Background: an optimization exercise with open tools, aiming at small area. Do not read the settings as production practice. In this exercise RTL edits were held to simulation tests only and were not proved equivalent to the original. No activity file was given, so power comes from the tool's default toggle rates.

==> flow/design.v <==
`default_nettype none
package mem_dados_pkg;
  typedef enum logic [1:0] {
    IDLE   = 2'd0,
    SALVA  = 2'd1,
    PRONTO = 2'd2
  } ctx_state_e;
  localparam int unsigned OS_LIMIT_DEF = 687;
endpackage
`default_nettype wire
`default_nettype none
module mem_dados_aoi #(
  parameter int N = 3,
  parameter int W = 32
) (
  input  logic [N-1:0]   sel,
  input  logic [N*W-1:0] d,
  output logic [W-1:0]   yn
);
  logic [W-1:0] y;
  always_comb begin
    y = '0;
    for (int i = 0; i < N; i++) y = y | ({W{sel[i]}} & d[i*W +: W]);
  end
  assign yn = ~y;
endmodule
module mem_dados_sel8 #(
  parameter int W = 32
) (
  input  logic [7:0]     sel,
  input  logic [8*W-1:0] d,
  output logic [W-1:0]   y
);
  logic [W-1:0] yn0, yn1, yn2;
  mem_dados_aoi #(.N(3), .W(W)) u_a0 (.sel(sel[2:0]), .d(d[0*W +: 3*W]), .yn(yn0));
  mem_dados_aoi #(.N(3), .W(W)) u_a1 (.sel(sel[5:3]), .d(d[3*W +: 3*W]), .yn(yn1));
  mem_dados_aoi #(.N(2), .W(W)) u_a2 (.sel(sel[7:6]), .d(d[6*W +: 2*W]), .yn(yn2));
  assign y = ~(yn0 & yn1 & yn2);
endmodule
module mem_dados_hold #(
  parameter int W = 32
) (
  input  logic         load,
  input  logic         hold,
  input  logic [W-1:0] d,
  input  logic [W-1:0] q,
  output logic [W-1:0] y
);
  assign y = ({W{load}} & d) | ({W{hold}} & q);
endmodule
module mem_dados_ram #(
  parameter int DATA_W = 32,
  parameter int ADDR_W = 6
) (
  input  logic              clk,
  input  logic              we,
  input  logic              wr,
  input  logic [ADDR_W-1:0] addr,
  input  logic [DATA_W-1:0] wdata,
  output logic [DATA_W-1:0] rdata
);
  localparam int NW = 2**ADDR_W;
  logic [DATA_W-1:0] mem [NW];
  logic [DATA_W-1:0] rdata_q;
  logic [NW-1:0] wsel;
  always_comb begin
    wsel = '0;
    wsel[addr] = we;
  end
  for (genvar w = 0; w < NW; w++) begin : g_word
    logic [DATA_W-1:0] nxt;
    mem_dados_hold #(.W(DATA_W)) u_hold (
      .load (wsel[w]), .hold (~wsel[w]), .d (wdata), .q (mem[w]), .y (nxt)
    );
    always_ff @(posedge clk) mem[w] <= nxt;
  end
  logic [7:0] lsel, hsel;
  always_comb begin
    lsel = '0; lsel[addr[2:0]] = 1'b1;
    hsel = '0; hsel[addr[5:3]] = ~wr;
  end
  logic [8*DATA_W-1:0] grp;
  for (genvar g = 0; g < 8; g++) begin : g_grp
    logic [8*DATA_W-1:0] words;
    for (genvar i = 0; i < 8; i++) begin : g_w
      assign words[i*DATA_W +: DATA_W] = mem[8*g+i];
    end
    mem_dados_sel8 #(.W(DATA_W)) u_sel (.sel(lsel), .d(words), .y(grp[g*DATA_W +: DATA_W]));
  end
  logic [DATA_W-1:0] rd_grp;
  mem_dados_sel8 #(.W(DATA_W)) u_sel_hi (.sel(hsel), .d(grp), .y(rd_grp));
  always_ff @(posedge clk) rdata_q <= rd_grp | ({DATA_W{wr}} & wdata);
  assign rdata = rdata_q;
endmodule
`default_nettype wire
`default_nettype none
module mem_dados_ctx
#(
  parameter int DATA_W   = 32,
  parameter int ADDR_W   = 6,
  parameter int NUM_PROC = 4,
  parameter int OS_LIMIT = mem_dados_pkg::OS_LIMIT_DEF
) (
  input  logic                        clk,
  input  logic                        rst_n,
  input  logic                        mem_write,
  input  logic                        mem_read,
  input  logic [31:0]                 posicao,
  input  logic [DATA_W-1:0]           dados,
  output logic [DATA_W-1:0]           rd_data,
  output logic                        rd_valid,
  output logic                        addr_err,
  input  logic [DATA_W-1:0]           pos_atual,
  input  logic [DATA_W-1:0]           end_atual,
  input  logic [$clog2(NUM_PROC)-1:0] proc_id,
  input  logic                        troca,
  input  logic                        fim,
  input  logic [$clog2(NUM_PROC)-1:0] proc_sel,
  output logic [DATA_W-1:0]           saida_pc,
  output logic [NUM_PROC-1:0]         slot_valido,
  output logic [NUM_PROC-1:0]         proc_fim,
  output logic                        ctx_ocupado,
  output logic                        ctx_pronto
);
  localparam int PW = $clog2(NUM_PROC);
  logic              acc_ok;
  logic              rd_valid_q, addr_err_q;
  assign acc_ok = (posicao >> ADDR_W) == 32'd0;
  always_ff @(posedge clk or negedge rst_n) begin
    if (!rst_n) begin
      rd_valid_q <= 1'b0;
      addr_err_q <= 1'b0;
    end else begin
      rd_valid_q <= mem_read & acc_ok;
      addr_err_q <= (mem_read | mem_write) & ~acc_ok;
    end
  end
  mem_dados_ram #(
    .DATA_W (DATA_W),
    .ADDR_W (ADDR_W)
  ) u_ram (
    .clk   (clk),
    .we    (mem_write & acc_ok),
    .wr    (mem_write),
    .addr  (posicao[ADDR_W-1:0]),
    .wdata (dados),
    .rdata (rd_data)
  );
  assign rd_valid = rd_valid_q;
  assign addr_err = addr_err_q;
  logic              ocup_q, pronto_q;
  logic [DATA_W-1:0] pc_q;
  logic [PW-1:0]     id_q;
  logic              fim_q;
  logic [DATA_W-1:0] slot_q [NUM_PROC];
  logic [NUM_PROC-1:0] slot_valido_q, proc_fim_q;
  logic              save_req, saving;
  assign save_req = fim | (troca & (pos_atual > DATA_W'(OS_LIMIT)));
  assign saving   = ocup_q & ~pronto_q;
  always_ff @(posedge clk or negedge rst_n) begin
    if (!rst_n) begin
      ocup_q        <= 1'b0;
      pronto_q      <= 1'b0;
      slot_valido_q <= '0;
      proc_fim_q    <= '0;
    end else begin
      ocup_q   <= ocup_q ? ~pronto_q : save_req;
      pronto_q <= saving;
      if (saving) begin
        slot_valido_q[id_q] <= 1'b1;
        if (fim_q) proc_fim_q[id_q] <= 1'b1;
      end
    end
  end
  always_ff @(posedge clk) begin
    pc_q  <= end_atual;
    id_q  <= proc_id;
    fim_q <= fim;
  end
  logic [NUM_PROC-1:0] slot_ld;
  always_comb begin
    slot_ld = '0;
    slot_ld[id_q] = saving;
  end
  for (genvar p = 0; p < NUM_PROC; p++) begin : g_slot
    logic [DATA_W-1:0] nxt;
    mem_dados_hold #(.W(DATA_W)) u_hold (
      .load (slot_ld[p]), .hold (~slot_ld[p]), .d (pc_q), .q (slot_q[p]), .y (nxt)
    );
    always_ff @(posedge clk) slot_q[p] <= nxt;
  end
  logic [NUM_PROC-1:0] psel;
  logic [DATA_W-1:0]   pc_yn0, pc_yn1;
  always_comb begin
    psel = '0;
    psel[proc_sel] = 1'b1;
  end
  mem_dados_aoi #(.N(2), .W(DATA_W)) u_pc_a0 (
    .sel (psel[1:0]), .d ({slot_q[1], slot_q[0]}), .yn (pc_yn0)
  );
  mem_dados_aoi #(.N(2), .W(DATA_W)) u_pc_a1 (
    .sel (psel[3:2]), .d ({slot_q[3], slot_q[2]}), .yn (pc_yn1)
  );
  assign saida_pc    = ~(pc_yn0 & pc_yn1);
  assign slot_valido = slot_valido_q;
  assign proc_fim    = proc_fim_q;
  assign ctx_pronto  = pronto_q;
  assign ctx_ocupado = ocup_q;
endmodule
`default_nettype wire
clock: 5.0 ns
lec_check: 0
cap_margin: 10
core_margin: 2
core_utilization: 40
slew_margin: 10
synth_hierarchical: 1
synth_minimum_keep_size: 0
standard.sh (not shown) runs the stock make flow with config.mk's settings and CLKGATE_MAP_FILE= SYNTH_SCRIPT=/design/flow/synth_recipe.tcl, a recipe that flattens the netlist after the stock synthesis.
==> flow/flow/run.sh <==
#!/bin/bash
# Standard ORFS layout with two changes: ports buffered with buf_1 instead of
# the default delay-cell buffer, and CTS with larger sink clusters and no
# dummy loads.
set -euo pipefail
bash standard.sh \
  "BUFFER_PORTS_ARGS=-buffer_cell sky130_fd_sc_hd__buf_1" \
  "CTS_ARGS=-sink_clustering_enable -repair_clock_nets -dont_use_dummy_load -sink_clustering_size 28 -sink_clustering_max_diameter 70" \
  finish > standard_flow.log 2>&1
Edit:
PLACE_DENSITY = 0.8   (was not set)
The changed run produced a clean layout. Setup slack is worse by 0.079 ns. Global-route usage goes down by 2.3 points. Total power goes down by 2.8%. Routed wire length goes down by about 8%.

Another version of the RTL of mem_dados_ctx (not shown whole).
Size in the first run: roughly 6500 cells after synthesis, ~2300 flip-flops, roughly 210 I/O pins.
==> flow/config.mk <==
export PLATFORM = sky130hd
export DESIGN_NAME = mem_dados_ctx
export DESIGN_NICKNAME = mem_dados_ctx
export VERILOG_FILES = /design/flow/design.v
export SDC_FILE = /design/flow/constraint.sdc
export NUM_CORES = 4
export LEC_CHECK = 0
export CAP_MARGIN = 10
export CORE_MARGIN = 2
export CORE_UTILIZATION = 40
export SLEW_MARGIN = 10
export SYNTH_HIERARCHICAL = 1
export SYNTH_MINIMUM_KEEP_SIZE = 0
==> flow/constraint.sdc <==
create_clock -name core_clock -period 5.0 [get_ports {clk}]
set_input_delay 1.0000 -clock core_clock [delete_from_list [all_inputs] [get_ports {clk}]]
set_output_delay 1.0000 -clock core_clock [all_outputs]
set_load 0.01 [all_outputs]
==> flow/flow/run.sh <==
#!/bin/bash
# Standard ORFS layout with three changes: ports buffered with buf_2 instead of
# the default delay-cell buffer, and CTS with larger sink clusters and
# no dummy loads.
set -euo pipefail
bash standard.sh \
  "BUFFER_PORTS_ARGS=-buffer_cell sky130_fd_sc_hd__buf_2" \
  "CTS_ARGS=-sink_clustering_enable -repair_clock_nets -dont_use_dummy_load -sink_clustering_size 25 -sink_clustering_max_diameter 60" \
  finish > standard_flow.log 2>&1
Change:
- CAP_MARGIN: 10 -> 0
- SLEW_MARGIN: 10 -> 0
Result: Non-clock buffer count stays the same. Power stays the same. Fmax stays the same. Die area stays the same. Via count does not change. Critical path depth stays the same. Worst setup slack is unchanged. Design area does not change.

afterwards: timing with drivers on the ports:
The results above use ideal ports. As a check the final layouts listed here were re-extracted and re-timed, cells and wires unchanged.
Step 1 sets driving cells, clkbuf_16 on the clock port and buf_2 on the other inputs (assumed; they add their load-dependent delay and slew).
Step 2 moves the port delays by t, midway between the first and last clock arrival at a register: inputs arrive t later, outputs are due t later. That takes back most of the time a late clock gives input paths.
a / b / c = ideal ports / drivers / drivers and shift; a / b = the first two.
| run | t, ns | setup WS [ns] | pins driven straight from the clock port |
|---|---|---|---|
| the first run of note 1 | 0.859 | 0.744 / 0.677 / -0.182 | 1 |
| the second run of note 1 | 0.805 | 0.664 / 0.725 / -0.081 | 1 |
| the first run of note 2 | 0.884 | 0.746 / 0.693 / -0.191 | 1 |
| the second run of note 2 | 0.884 | 0.746 / 0.693 / -0.191 | 1 |
Met with ideal ports but missed after step 2: setup timing in every run listed.
